From an optimization exercise on the open Yosys and OpenROAD flow, aimed at small area, a short achievable clock period and few clock cycles per item; shortcuts taken in it are not production practice.
Only simulation tests tie the RTL to the original design; equivalence was not proved.

## the baseline
==> flow/design.v (excerpt) <==
module sha256_stream_hasher_top (
	input  logic       clk,
	input  logic       arst_n,
	input  logic       s_axis_tvalid,
	output logic       s_axis_tready,
	input  logic [7:0] s_axis_tdata,
	input  logic       s_axis_tuser,
	output logic       m_axis_tvalid,
	input  logic       m_axis_tready,
	output logic [7:0] m_axis_tdata,
	output logic       m_axis_tlast,
	input  logic       cfg_we,
	input  logic [5:0] cfg_wdata
);
Size: about 7100 cells after synthesis, about 1700 flip-flops.
==> flow/config.mk <==
export PLATFORM = sky130hd
export DESIGN_NAME = sha256_stream_hasher_top
export DESIGN_NICKNAME = sha256_stream_hasher_top
export VERILOG_FILES = /design/flow/design.v
export SDC_FILE = /design/flow/constraint.sdc
export NUM_CORES = 4
export LEC_CHECK = 0
export CAP_MARGIN = 20
export CORE_MARGIN = 2
export CORE_UTILIZATION = 45
export CTS_BUF_LIST = sky130_fd_sc_hd__clkbuf_16
export CTS_CLUSTER_DIAMETER = 60
export CTS_CLUSTER_SIZE = 30
export PLACE_DENSITY = 0.6
export SLEW_MARGIN = 20
==> flow/constraint.sdc <==
create_clock -name core_clock -period 12.0 [get_ports {clk}]
set_input_delay 2.4000 -clock core_clock [delete_from_list [all_inputs] [get_ports {clk}]]
set_output_delay 2.4000 -clock core_clock [all_outputs]
set_load 0.01 [all_outputs]
standard.sh (not shown) runs the stock make flow with config.mk's settings and CLKGATE_MAP_FILE= SYNTH_SCRIPT=/design/flow/synth_recipe.tcl, a recipe that flattens the netlist after the stock synthesis.
==> flow/flow/run.sh <==
#!/bin/bash
set -o pipefail
cp standard.sh standard_sh_copy.log
export SETUP_SLACK_MARGIN=7
bash standard.sh > standard.log 2>&1
Testbench counts of the baseline, summed over its fixed seeds: cycles 53,092, bytes 44,000.
## Diff of input files: the candidate against the baseline
diff --git a/flow/design.v b/flow/design.v
--- a/flow/design.v
+++ b/flow/design.v
@@ -195,26 +195,27 @@
 	assign w0  = w_q[511:480];
 	assign w1  = w_q[479:448];
 	assign w9  = w_q[223:192];
 	assign w14 = w_q[63:32];
 	assign {x_s, x_c} = csa(sha256_pkg::ssig1(w14), w9, sha256_pkg::ssig0(w1));
 	assign {y_s, y_c} = csa(x_s, x_c, w0);
 	assign wnew = y_s + y_c;
 	assign s1 = sha256_pkg::bsig1(e_q);
 	assign ch = (e_q & f_q2) ^ (~e_q & g_q);
 	assign s0 = sha256_pkg::bsig0(a_q);
 	assign mj = (a_q & b_q) | (c_q & (a_q | b_q));
-	assign {t_s, t_c} = csa(p_q, s1, ch);
-	assign {e_s, e_c} = csa(t_s, t_c, d_q);
-	assign {u_s, u_c} = csa(t_s, t_c, s0);
-	assign {v_s, v_c} = csa(u_s, u_c, mj);
+	assign {t_s, t_c} = csa(p_q, ch, mj);
+	assign {u_s, u_c} = csa(t_s, t_c, s1);
+	assign {v_s, v_c} = csa(u_s, u_c, s0);
+	assign {r_s, r_c} = csa(p_q, ch, d_q);
+	assign {e_s, e_c} = csa(r_s, r_c, s1);
 	assign e_new = e_s + e_c;
 	assign a_new = v_s + v_c;
 	assign {q_s, q_c} = csa(g_q, kc_q, w0);
 	assign add = st_q == E_ADD;
 	assign iva = sha256_pkg::init_h({1'b0, ~ph_q});
 	assign ive = sha256_pkg::init_h({1'b1, ~ph_q});
 	assign xa = (add && f_q) ? iva : ha_q[3];
 	assign xe = (add && f_q) ? ive : he_q[3];
 	assign ya = add ? d_q : '0;
 	assign ye = add ? h_q2 : '0;
 	assign sa = xa + ya;
Results
Against the baseline, the candidate reports a clock-buffer cell count that is lower.
As of the candidate, highest attainable clock frequency had fallen slightly compared to the baseline.
The candidate — maximum fanout along the worst path 61 lower, the baseline as reference
Delta (the candidate minus the baseline): delay of the slowest cell on the worst path went down 160 ps.
Wire length, the candidate and the baseline, higher one = the baseline.
Between the candidate and the baseline, the placeable core region is lower for the baseline.
Between the candidate and the baseline, the clock skew is higher for the candidate.
The area of placed instances in the candidate sits about 0.3% above the value recorded for the baseline.
The candidate reports its startpoint of the most critical setup path as w_q[458]$_DFF_P_ while the baseline reports st_q[1]$_DFFE_PN0P_.
Minimum period implied by the final worst setup slack: the candidate vs the baseline up 29 ps
Testbench counts of the candidate, summed over its fixed seeds: cycles 53,092, bytes 44,000.

## re-timing with driven ports
How much do the figures lean on ideal ports? The routed layouts below were timed once more, with nothing changed but the port constraints. Step 1 sets driving cells, clkbuf_16 on the clock port and buf_2 on the other inputs (assumed; they add their load-dependent delay and slew). Step 2 adds t to the input delays and takes it off the output delays; t is the mean of the earliest and latest rising clock arrival at the registers after step 1. Input paths then give back, and output paths get back, about the clock's delay inside the block. a / b / c = ideal ports / drivers / drivers and shift; a / b = the first two.
run	shift t [ns]	setup WS [ns]	hold slack, ns	latest minus earliest clock arrival (ns)	worst data-port slew with drivers (ns)
the baseline	0.851	7.080 / 7.080 / 7.080	0.330 / 0.330 / 0.330	0.059 / 0.059	0.04
the candidate	0.863	7.051 / 7.051 / 7.051	0.322 / 0.322 / 0.322	0.052 / 0.052	0.04
After both steps every run listed still meets setup and hold.
